What follows belongs to an exercise in optimizing a design on an open flow for small area and a short achievable clock period; a production flow would make more cautious choices. At most, simulation tests tie the RTL to the original design; equivalence was not proved. Power figures rest on the tool's default switching activity, not on a simulated workload.

==> inputs of 07-06 <==
// fir_systolic_cfg
module fir_systolic_cfg (
    input  logic               clk,
    input  logic               rst,
    input  logic               in_valid,
    input  logic signed [15:0] in_data,
    input  logic               coef_wr,
    input  logic [2:0]         coef_addr,
    input  logic signed [15:0] coef_data,
    output logic               out_valid,
    output logic signed [31:0] out_data,
    output logic               out_ovf
);
export LEC_CHECK = 0
export ABC_AREA = 1
export CAP_MARGIN = 20
export CORE_MARGIN = 2
export CORE_UTILIZATION = 40
export SETUP_SLACK_MARGIN = 5
export SLEW_MARGIN = 20
create_clock -name core_clock -period 10.0 [get_ports {clk}]
run.sh (not shown) runs the stock make flow with config.mk's settings and CLKGATE_MAP_FILE= SYNTH_SCRIPT=/design/flow/synth_recipe.tcl, a recipe that flattens the netlist after the stock synthesis.
==> 05-10 (differences from 07-06) <==
--- a/flow/config.mk
+++ b/flow/config.mk
@@ -11,3 +11,3 @@
 export CORE_UTILIZATION = 40
-export SETUP_SLACK_MARGIN = 5
+export SETUP_SLACK_MARGIN = 4.5
 export SLEW_MARGIN = 20
==> impl_results.md <==
- Status: timing/DRC/antenna clean
- Met2 wirelength from detailed routing: 115 mm
- Signal buffers share of area: 0.0435
- Most used cell, CP: nand2_4
- Sequential share of power: 0.221
- Critical Path Source: yc[11]
- Final cell utilization of the core: 0.454
- Largest net degree at the start of global routing: 162
- Final routed wire length divided by cell count: 25.9 µm
the above is filed under 07-06

==> impl_results.md <==
- Final instance count without filler cells: 9374
- Final cell utilization of the core: 0.446
- Floorplan die area: 180000 µm²
- Met2 wirelength from detailed routing: 113 mm
- Maximum cell stage delay along the critical path: 0.35 ns
- Largest net degree at the start of global routing: 137
- Final routed wire length divided by cell count: 25.1 µm
- Multi-input gate count: 4502
- Most used cell, CP: nand2_2
- Reg clk slew, reported paths: 0.06 ns
- Status: timing/DRC/antenna clean
- Ys Warns: 1
- Signal buffers share of area: 0.0390
- Critical Path Source: ys[10]
- FF-to-FF setup slack: 4.80 ns
- Switching Power: 12800 µW
- Sequential share of power: 0.225
- Busiest layer in global routing: met2
the above is filed under 05-10


* * *

==> run a <==
fir_systolic_cfg, a different RTL version from the one above (not shown whole).
Design fir_systolic_cfg, start of the top module:
module fir_systolic_cfg (
    input  logic               clk,
    input  logic               rst,
    input  logic               in_valid,
    input  logic signed [15:0] in_data,
    input  logic               coef_wr,
    input  logic [2:0]         coef_addr,
    input  logic signed [15:0] coef_data,
    output logic               out_valid,
    output logic signed [31:0] out_data,
    output logic               out_ovf
);
==> flow/config.mk <==
export PLATFORM = sky130hd
export DESIGN_NAME = fir_systolic_cfg
export DESIGN_NICKNAME = fir_systolic_cfg
export VERILOG_FILES = /design/flow/design.v
export SDC_FILE = /design/flow/constraint.sdc
export NUM_CORES = 4
export LEC_CHECK = 0
export ABC_AREA = 1
export CAP_MARGIN = 20
export CORE_MARGIN = 2
export CORE_UTILIZATION = 40
export SETUP_SLACK_MARGIN = 5
export SLEW_MARGIN = 20
==> flow/constraint.sdc <==
create_clock -name core_clock -period 10.0 [get_ports {clk}]
set_input_delay 2.0000 -clock core_clock [delete_from_list [all_inputs] [get_ports {clk}]]
set_output_delay 2.0000 -clock core_clock [all_outputs]
set_load 0.01 [all_outputs]
standard.sh (not shown) runs the stock make flow with config.mk's settings and CLKGATE_MAP_FILE= SYNTH_SCRIPT=/design/flow/synth_recipe.tcl, a recipe that flattens the netlist after the stock synthesis.
==> flow/flow/run.sh <==
#!/bin/bash
# Standard layout, with one extra step between synthesis and floorplan:
# fa_polarity.py flips full-adder cells (a full adder is self-dual) so that
# fewer inverters are needed around them. The rewritten netlist is checked
# against the synthesised one with ABC's combinational equivalence check
# (same registers); if the check does not pass, the synthesised netlist is
# kept unchanged.
set -euo pipefail
W=$(pwd)
R=$W/orfs/results/$FLOW_PLATFORM/fir_systolic_cfg/base
LIB=$FLOW_HOME/platforms/$FLOW_PLATFORM/lib/sky130_fd_sc_hd__tt_025C_1v80.lib
YB=$FLOW_HOME/../tools/install/yosys/bin
[ -x $YB/yosys ] || YB=$(dirname $(command -v yosys))

bash standard.sh synth > synth.log 2>&1

cp $R/1_2_yosys.v $W/netlist_synth.v
python3 flow/fa_polarity.py $W/netlist_synth.v $W/netlist_pol.v > polarity.log 2>&1

for n in synth pol; do
  cat > $W/blif_$n.ys <<EOT
read_liberty -ignore_miss_func $LIB
read_verilog $W/netlist_$n.v
hierarchy -top $FLOW_TOP
flatten
opt_clean
dffunmap
techmap
opt -fast
write_blif -gates $W/netlist_$n.blif
EOT
  $YB/yosys -q -l blif_$n.log $W/blif_$n.ys > /dev/null 2>&1
done
$YB/yosys-abc -c "cec $W/netlist_synth.blif $W/netlist_pol.blif" > cec.log 2>&1 || true
if grep -q "Networks are equivalent" cec.log; then
  echo "polarity: equivalent, using rewritten netlist" >> polarity.log
  cp $W/netlist_pol.v $R/1_2_yosys.v
  touch $R/1_2_yosys.v
else
  echo "polarity: NOT proven equivalent, keeping synthesised netlist" >> polarity.log
fi
rm -f $W/netlist_synth.blif $W/netlist_pol.blif

bash standard.sh finish > layout.log 2>&1
Other scripts of this flow, unchanged in this note and not shown: flow/flow/fa_polarity.py
==> inputs of run b, as changes to run a <==
--- a/flow/flow/run.sh
+++ b/flow/flow/run.sh
@@ -5,5 +5,6 @@
 # against the synthesised one with ABC's combinational equivalence check
 # (same registers); if the check does not pass, the synthesised netlist is
-# kept unchanged.
+# kept unchanged. Port buffers are plain buffers (buf_4) rather than the
+# delay cell buffer_ports picks by itself.
 set -euo pipefail
 W=$(pwd)
@@ -42,3 +43,4 @@
 rm -f $W/netlist_synth.blif $W/netlist_pol.blif
 
+export BUFFER_PORTS_ARGS="-inputs -outputs -buffer_cell sky130_fd_sc_hd__buf_4"
 bash standard.sh finish > layout.log 2>&1
==> notes <==
In run b the critical path depth is lower than in run a, by 3. Maximum frequency: run b is smaller than run a (1.6%). Between run a and run b, the lower global-route usage is in run b (gap 1.5 points). In run b the utilization is lower than in run a, by 0.47 points. Sequential share of layout area: run b is higher than run a (0.26 points). Between run b and run a, the lower non-clock buffer count is in run b (gap 15). Between run a and run b, the lower register-to-register slack is in run a (gap 20 ps).

* * *

==> inputs of job 5761 <==
fir_systolic_cfg, a different RTL version from the one above (not shown whole).
==> flow/config.mk <==
export PLATFORM = sky130hd
export DESIGN_NAME = fir_systolic_cfg
export DESIGN_NICKNAME = fir_systolic_cfg
export VERILOG_FILES = /design/flow/design.v
export SDC_FILE = /design/flow/constraint.sdc
export NUM_CORES = 4
export LEC_CHECK = 0
export ABC_AREA = 1
export CAP_MARGIN = 20
export CORE_MARGIN = 2
export CORE_UTILIZATION = 40
export SETUP_SLACK_MARGIN = 5
export SLEW_MARGIN = 20
==> flow/constraint.sdc <==
create_clock -name core_clock -period 10.0 [get_ports {clk}]
set_input_delay 2.0000 -clock core_clock [delete_from_list [all_inputs] [get_ports {clk}]]
set_output_delay 2.0000 -clock core_clock [all_outputs]
set_load 0.01 [all_outputs]
==> flow/flow/run.sh <==
#!/bin/bash
# Standard layout, with one extra step between synthesis and floorplan:
# fa_polarity.py flips full-adder cells (a full adder is self-dual) so that
# fewer inverters are needed around them. The rewritten netlist is checked
# against the synthesised one with ABC's combinational equivalence check
# (same registers); if the check does not pass, the synthesised netlist is
# kept unchanged.
set -euo pipefail
W=$(pwd)
R=$W/orfs/results/$FLOW_PLATFORM/fir_systolic_cfg/base
LIB=$FLOW_HOME/platforms/$FLOW_PLATFORM/lib/sky130_fd_sc_hd__tt_025C_1v80.lib
YB=$FLOW_HOME/../tools/install/yosys/bin
[ -x $YB/yosys ] || YB=$(dirname $(command -v yosys))

bash standard.sh synth > synth.log 2>&1

cp $R/1_2_yosys.v $W/netlist_synth.v
python3 flow/fa_polarity.py $W/netlist_synth.v $W/netlist_pol.v > polarity.log 2>&1

for n in synth pol; do
  cat > $W/blif_$n.ys <<EOT
read_liberty -ignore_miss_func $LIB
read_verilog $W/netlist_$n.v
hierarchy -top $FLOW_TOP
flatten
opt_clean
dffunmap
techmap
opt -fast
write_blif -gates $W/netlist_$n.blif
EOT
  $YB/yosys -q -l blif_$n.log $W/blif_$n.ys > /dev/null 2>&1
done
$YB/yosys-abc -c "cec $W/netlist_synth.blif $W/netlist_pol.blif" > cec.log 2>&1 || true
if grep -q "Networks are equivalent" cec.log; then
  echo "polarity: equivalent, using rewritten netlist" >> polarity.log
  cp $W/netlist_pol.v $R/1_2_yosys.v
  touch $R/1_2_yosys.v
else
  echo "polarity: NOT proven equivalent, keeping synthesised netlist" >> polarity.log
fi
rm -f $W/netlist_synth.blif $W/netlist_pol.blif

bash standard.sh finish > layout.log 2>&1
Other scripts of this flow, unchanged in this note and not shown: flow/flow/fa_polarity.py
==> job 4788: changes against job 5761 <==
CORE_UTILIZATION = 60   (was 40)
==> out/qor.yml <==
coreArea_um2: 111000
outcome: "finished clean"
cellLeakagePower_nw: 28.3
ctsResizeCount: 424
dpl.hpwl_um: 142000
final_core_util_pct: 68.5
area_delta_synth_final_pct: 13.2
total_power_mw: 32.6
die_w_um: 338
(the above is from job 4788)
==> out/qor.yml <==
outcome: "finished clean"
dpl.hpwl_um: 143000
coreArea_um2: 167000
area_delta_synth_final_pct: 14.0
(the above is from job 5761)

* * *

==> build 39 <==
fir_systolic_cfg, a different RTL version from the one above (not shown whole).
==> flow/config.mk <==
export PLATFORM = sky130hd
export DESIGN_NAME = fir_systolic_cfg
export DESIGN_NICKNAME = fir_systolic_cfg
export VERILOG_FILES = /design/flow/design.v
export SDC_FILE = /design/flow/constraint.sdc
export NUM_CORES = 4
export LEC_CHECK = 0
export ABC_AREA = 1
export CAP_MARGIN = 20
export CORE_MARGIN = 2
export CORE_UTILIZATION = 40
export SETUP_SLACK_MARGIN = 5
export SLEW_MARGIN = 20
==> flow/constraint.sdc <==
create_clock -name core_clock -period 10.0 [get_ports {clk}]
set_input_delay 2.0000 -clock core_clock [delete_from_list [all_inputs] [get_ports {clk}]]
set_output_delay 2.0000 -clock core_clock [all_outputs]
set_load 0.01 [all_outputs]
Scripts as last shown in full above: flow/flow/run.sh
Other scripts of this flow, unchanged in this note and not shown: flow/flow/fa_polarity.py
==> trial 44: changes against build 39 <==
--- a/flow/flow/run.sh
+++ b/flow/flow/run.sh
@@ -6,3 +6,4 @@
 # (same registers); if the check does not pass, the synthesised netlist is
-# kept unchanged.
+# kept unchanged. Port buffers are plain buffers (buf_4) rather than the
+# delay cell buffer_ports picks by itself.
 set -euo pipefail
@@ -43,2 +44,3 @@
 
+export BUFFER_PORTS_ARGS="-inputs -outputs -buffer_cell sky130_fd_sc_hd__buf_4"
 bash standard.sh finish > layout.log 2>&1
CAP_MARGIN = 5   (was 20)
SLEW_MARGIN = 5   (was 20)
==> qor summary <==
| item | build 39 | trial 44 |
|---|---|---|
| Outcome | timing/DRC/antenna clean | timing/DRC/antenna clean |
| Largest stage delay on the critical path | 0.34 ns | 0.69 ns |
| Detailed-route wire length | 223900 µm | 207600 µm |
| Setup WS post-layout | 4.952 ns | 4.988 ns |
| Ratio of final minimum period to clock period | 50.48% | 50.12% |
| Power in sequential cells | 6.50 mW | 6.48 mW |
| Clock period minus worst slack | 5.048 ns | 5.012 ns |
| Layout multi-input combinational cell count | 4738 | 4737 |
| First-pass GRT wire length | 331700 µm | 313600 µm |
| Highest routed metal layer | met5 | met4 |
| Number of cells on the worst reg-to-reg path | 12 | 9 |
| Reg-to-reg critical path endpoint | yp[17]$_SDFFE_PP0P_ | pc5[20]$_DFFE_PP_ |
| Max Clk Rate | 0.1981 GHz | 0.1995 GHz |
| Routed wl met2 | 110500 µm | 104400 µm |
| Clock Skews | 0.02415 ns | 0.03673 ns |
| Critical path endpoint | out_data[7] | yp[21]$_SDFFE_PP0P_ |
| Number of buffers outside the clock class in the layout | 264 | 244 |
| VDD IR max | 0.0002337 V | 0.0002321 V |
| Met3 WL | 16270 µm | 13310 µm |
| Slowest-stage cell, CP | sky130_fd_sc_hd__dfxtp_2 | sky130_fd_sc_hd__o21ai_0 |
Function was not checked in any run of this note: the RTL went through the layout flow alone.

* * *

==> 11-25: inputs <==
Another version of the RTL of fir_systolic_cfg (not shown whole).
## fir_systolic_cfg
module fir_systolic_cfg (
    input  logic               clk,
    input  logic               rst,
    input  logic               in_valid,
    input  logic signed [15:0] in_data,
    input  logic               coef_wr,
    input  logic [2:0]         coef_addr,
    input  logic signed [15:0] coef_data,
    output logic               out_valid,
    output logic signed [31:0] out_data,
    output logic               out_ovf
);
    logic [15:0] coef_q [8];
    logic [2:0]  fill_q;
    logic        out_valid_q;
    wire         ov_d = in_valid & (fill_q == 3'd7);
    logic [34:0] ps0, pc0;
    logic [33:0] ps1, pc1;
    logic [33:0] ps2, pc2;
    logic [33:0] ps3, pc3;
    logic [32:0] ps4, pc4;
    logic [32:0] ps5, pc5;
    logic [31:0] ps6, pc6;
    logic [34:0] yp, yg;
    wire [16:0] hb0 = {coef_q[0], 1'b0};
    wire [16:0] xe0 = {in_data[15], in_data};
    wire [16:0] xs0 = {in_data, 1'b0};
    wire [7:0] on0, tw0, ng0;
    assign on0[0] = hb0[1] ^ hb0[0];
    assign tw0[0] = (hb0[2] & ~hb0[1] & ~hb0[0]) | (~hb0[2] & hb0[1] & hb0[0]);
    assign ng0[0] = hb0[2];
    assign on0[1] = hb0[3] ^ hb0[2];
    assign tw0[1] = (hb0[4] & ~hb0[3] & ~hb0[2]) | (~hb0[4] & hb0[3] & hb0[2]);
    assign ng0[1] = hb0[4];
    assign on0[2] = hb0[5] ^ hb0[4];
  ...
Settings: LEC_CHECK=0, ABC_AREA=1, CAP_MARGIN=20, CORE_MARGIN=2, CORE_UTILIZATION=40, SLEW_MARGIN=20; clock period 10.0 ns.
==> flow/flow/run.sh <==
#!/bin/bash
# Standard layout, with one extra step between synthesis and floorplan:
# fa_polarity.py flips full-adder cells (a full adder is self-dual) so that
# fewer inverters are needed around them. The rewritten netlist is checked
# against the synthesised one with ABC's combinational equivalence check
# (same registers); if the check does not pass, the synthesised netlist is
# kept unchanged. Port buffers are plain buffers (buf_4) rather than the
# delay cell buffer_ports picks by itself.
set -euo pipefail
W=$(pwd)
R=$W/orfs/results/$FLOW_PLATFORM/fir_systolic_cfg/base
LIB=$FLOW_HOME/platforms/$FLOW_PLATFORM/lib/sky130_fd_sc_hd__tt_025C_1v80.lib
YB=$FLOW_HOME/../tools/install/yosys/bin
[ -x $YB/yosys ] || YB=$(dirname $(command -v yosys))

bash standard.sh synth > synth.log 2>&1

cp $R/1_2_yosys.v $W/netlist_synth.v
python3 flow/fa_polarity.py $W/netlist_synth.v $W/netlist_pol.v > polarity.log 2>&1

for n in synth pol; do
  cat > $W/blif_$n.ys <<EOT
read_liberty -ignore_miss_func $LIB
read_verilog $W/netlist_$n.v
hierarchy -top $FLOW_TOP
flatten
opt_clean
dffunmap
techmap
opt -fast
write_blif -gates $W/netlist_$n.blif
EOT
  $YB/yosys -q -l blif_$n.log $W/blif_$n.ys > /dev/null 2>&1
done
$YB/yosys-abc -c "cec $W/netlist_synth.blif $W/netlist_pol.blif" > cec.log 2>&1 || true
if grep -q "Networks are equivalent" cec.log; then
  echo "polarity: equivalent, using rewritten netlist" >> polarity.log
  cp $W/netlist_pol.v $R/1_2_yosys.v
  touch $R/1_2_yosys.v
else
  echo "polarity: NOT proven equivalent, keeping synthesised netlist" >> polarity.log
fi
rm -f $W/netlist_synth.blif $W/netlist_pol.blif

# repair_timing aims for this much setup slack (ns) at the design's clock
export SETUP_SLACK_MARGIN=5.2
export BUFFER_PORTS_ARGS="-inputs -outputs -buffer_cell sky130_fd_sc_hd__buf_4"
bash standard.sh finish > layout.log 2>&1
Other scripts of this flow, unchanged in this note and not shown: flow/flow/fa_polarity.py
==> 01-13: changes against 11-25 <==
--- a/flow/design.v
+++ b/flow/design.v
@@ -2993,20 +2993,14 @@
     wire y_p75 = y_p60 & y_p53;
     wire [30:0] y = {yp[30] ^ y_g74, yp[29] ^ y_g73, yp[28] ^ y_g72, yp[27] ^ y_g71, yp[26] ^ y_g70, yp[25] ^ y_g69, yp[24] ^ y_g68, yp[23] ^ y_g67, yp[22] ^ y_g66, yp[21] ^ y_g65, yp[20] ^ y_g64, yp[19] ^ y_g63, yp[18] ^ y_g62, yp[17] ^ y_g61, yp[16] ^ y_g53, yp[15] ^ y_g52, yp[14] ^ y_g51, yp[13] ^ y_g50, yp[12] ^ y_g49, yp[11] ^ y_g48, yp[10] ^ y_g47, yp[9] ^ y_g46, yp[8] ^ y_g34, yp[7] ^ y_g33, yp[6] ^ y_g32, yp[5] ^ y_g31, yp[4] ^ y_g17, yp[3] ^ y_g16, yp[2] ^ y_g1, yp[1] ^ yg[0], yp[0]};
     wire y_cout = y_g75;
     wire c31 = y_cout;
     wire [3:0] yt0, yt1;
-    wire [3:0] p4 = yp[34:31];
-    wire [2:0] g4 = yg[33:31];
-    wire c32_0 = g4[0];
-    wire c33_0 = g4[1] | (p4[1] & g4[0]);
-    wire c34_0 = g4[2] | (p4[2] & g4[1]) | (p4[2] & p4[1] & g4[0]);
-    wire c32_1 = g4[0] | p4[0];
-    wire c33_1 = g4[1] | (p4[1] & g4[0]) | (p4[1] & p4[0]);
-    wire c34_1 = g4[2] | (p4[2] & g4[1]) | (p4[2] & p4[1] & g4[0]) | (p4[2] & p4[1] & p4[0]);
-    assign yt0 = p4 ^ {c34_0, c33_0, c32_0, 1'b0};
-    assign yt1 = p4 ^ {c34_1, c33_1, c32_1, 1'b1};
+    wire [4:0] ct0 = {yg[33:31] | (yp[33:31] & ct0[2:0]), 1'b0};
+    wire [4:0] ct1 = {yg[33:31] | (yp[33:31] & ct1[2:0]), 1'b1};
+    assign yt0 = yp[34:31] ^ ct0[3:0];
+    assign yt1 = yp[34:31] ^ ct1[3:0];
     wire ov0 = ~(&yt0 | ~|yt0);
     wire ov1 = ~(&yt1 | ~|yt1);
     wire f1 = c31 ? (ov1 & ~yt1[3]) : (ov0 & ~yt0[3]);    
     wire f0 = c31 ? (ov1 & yt1[3]) : (ov0 & yt0[3]);      
     wire d31 = c31 ? (ov1 ? yt1[3] : yt1[0]) : (ov0 ? yt0[3] : yt0[0]);
--- a/flow/flow/run.sh
+++ b/flow/flow/run.sh
@@ -40,9 +40,7 @@
 else
   echo "polarity: NOT proven equivalent, keeping synthesised netlist" >> polarity.log
 fi
 rm -f $W/netlist_synth.blif $W/netlist_pol.blif
 
-# repair_timing aims for this much setup slack (ns) at the design's clock
-export SETUP_SLACK_MARGIN=5.2
 export BUFFER_PORTS_ARGS="-inputs -outputs -buffer_cell sky130_fd_sc_hd__buf_4"
 bash standard.sh finish > layout.log 2>&1
--- a/flow/config.mk
+++ b/flow/config.mk
@@ -7,6 +7,7 @@
 export LEC_CHECK = 0
 export ABC_AREA = 1
 export CAP_MARGIN = 20
 export CORE_MARGIN = 2
 export CORE_UTILIZATION = 40
+export SETUP_SLACK_MARGIN = 5
 export SLEW_MARGIN = 20
==> 10-11: changes against 11-25 <==
--- a/flow/flow/run.sh
+++ b/flow/flow/run.sh
@@ -41,8 +41,8 @@
   echo "polarity: NOT proven equivalent, keeping synthesised netlist" >> polarity.log
 fi
 rm -f $W/netlist_synth.blif $W/netlist_pol.blif
 
 # repair_timing aims for this much setup slack (ns) at the design's clock
-export SETUP_SLACK_MARGIN=5.2
+export SETUP_SLACK_MARGIN=5.5
 export BUFFER_PORTS_ARGS="-inputs -outputs -buffer_cell sky130_fd_sc_hd__buf_4"
 bash standard.sh finish > layout.log 2>&1
==> notes <==
The highest non-clock buffer count belongs to 10-11, the lowest to 01-13.
Wire length: 01-13 is lower than 10-11 (19%).
In 10-11 the global-route usage is higher than in 01-13, by 5.2 points.
The lowest utilization belongs to 01-13, the highest to 10-11.
The lowest clock-buffer cell count belongs to 11-25, the highest to 01-13.
In 01-13 the sequential power is lower than in 10-11, by about 2%.
Via count, highest first: 10-11, 11-25, 01-13.
Between 01-13 and 10-11, the lower final cell count is in 01-13 (gap 2.8%, measured against 10-11).
Flip-flop and latch count is the same in 01-13 and 10-11.
Register-to-register slack, lowest first: 01-13, 11-25, 10-11.
==> figures <==
Number of global-route vias before repair: 11-25 52300; 01-13 52300; 10-11 53600
Largest net degree at the start of global routing: 11-25 119; 01-13 132; 10-11 175
Clock latency on the worst-skew pair: 11-25 0.72 ns; 01-13 0.71 ns; 10-11 0.73 ns
Average size of a mapped cell: 11-25 11.0 µm²; 01-13 11.0 µm²; 10-11 11.0 µm²
Total power after layout: 11-25 30900 µW; 01-13 30000 µW; 10-11 33300 µW
Required arrival time at the worst endpoint: 11-25 10.44 ns; 01-13 8.00 ns; 10-11 8.00 ns
Peak supply drop: 11-25 0.226 mV; 01-13 0.226 mV; 10-11 0.232 mV
Fraction of layout cells with a size suffix above 1: 11-25 13.0%; 01-13 9.17%; 10-11 24.2%
Highest-delay cell along the critical path: 11-25 sky130_fd_sc_hd__fa_2; 01-13 sky130_fd_sc_hd__dfxtp_2; 10-11 sky130_fd_sc_hd__dfxtp_2
Worst setup path startpoint: 11-25 in_data[0]; 01-13 yg[31]$_SDFFE_PP0P_; 10-11 yg[0]$_SDFFE_PP0P_
Post-route design area: 11-25 76400 µm²; 01-13 75300 µm²; 10-11 81600 µm²
Initial DRC Count: 11-25 4311; 01-13 3870; 10-11 5594
Antenna Diode Count: 11-25 3; 01-13 2; 10-11 10
Outcome: 11-25 complete, no violations; 01-13 complete, no violations; 10-11 complete, no violations
Data buffer area share: 11-25 3.16%; 01-13 3.30%; 10-11 5.41%
Metal-1 WL: 11-25 84.6 mm; 01-13 79.5 mm; 10-11 95.6 mm
# clk buffers: 11-25 94; 01-13 103; 10-11 95
Final Critical Period: 11-25 4.78 ns; 01-13 5.00 ns; 10-11 4.65 ns
Total leakage power: 11-25 0.0287 µW; 01-13 0.0285 µW; 10-11 0.0306 µW
Switching Share: 11-25 42.8%; 01-13 42.1%; 10-11 43.5%
Crit path buffers/inverters: 11-25 4; 01-13 3; 10-11 4
For 01-13, only the layout was checked, not whether the RTL still works.

re-timing with driven ports:
How much do the figures lean on ideal ports? The routed layouts below were timed once more, with nothing changed but the port constraints. Step 1 assumes that a clkbuf_16 drives the clock port and a buf_2 every other input. Step 2 adds t to the input delays and takes it off the output delays; t is the mean of the earliest and latest rising clock arrival at the registers after step 1. Input paths then give back, and output paths get back, about the clock's delay inside the block. a / b / c = ideal / step 1 / step 2; a / b = the first two.
| run | t, ns | slack for setup (ns) | hold slack, ns | worst data-port slew with drivers (ns) |
|---|---|---|---|---|
| 07-06 | 0.784 | 4.676 / 4.588 / 4.292 | 0.419 / 0.419 / 0.419 | 0.06 |
| 05-10 | 0.788 | 4.527 / 4.441 / 3.807 | 0.419 / 0.419 / 0.419 | 0.07 |
| run a | 0.793 | 5.012 / 5.034 / 4.241 | 0.419 / 0.419 / 0.419 | 0.14 |
| run b | 0.759 | 4.928 / 4.711 / 3.952 | 0.413 / 0.413 / 0.413 | 0.41 |
| job 5761 | 0.790 | 4.795 / 4.716 / 4.275 | 0.444 / 0.444 / 0.444 | 0.12 |
| job 4788 | 0.746 | 4.805 / 4.723 / 4.341 | 0.421 / 0.421 / 0.421 | 0.05 |
| build 39 | 0.768 | 4.952 / 4.870 / 4.282 | 0.430 / 0.430 / 0.430 | 0.15 |
| trial 44 | 0.760 | 4.988 / 4.911 / 4.270 | 0.427 / 0.427 / 0.427 | 0.15 |
| 11-25 | 0.790 | 5.218 / 5.153 / 4.474 | 0.430 / 0.430 / 0.430 | 0.09 |
| 01-13 | 0.780 | 4.996 / 4.912 / 4.291 | 0.426 / 0.426 / 0.426 | 0.15 |
| 10-11 | 0.803 | 5.350 / 5.244 / 4.441 | 0.427 / 0.427 / 0.427 | 0.36 |
After both steps every run listed still meets setup and hold. For run b, which loses most, drivers alone change the setup slack by -0.217 ns; drivers and shift together by -0.976 ns.
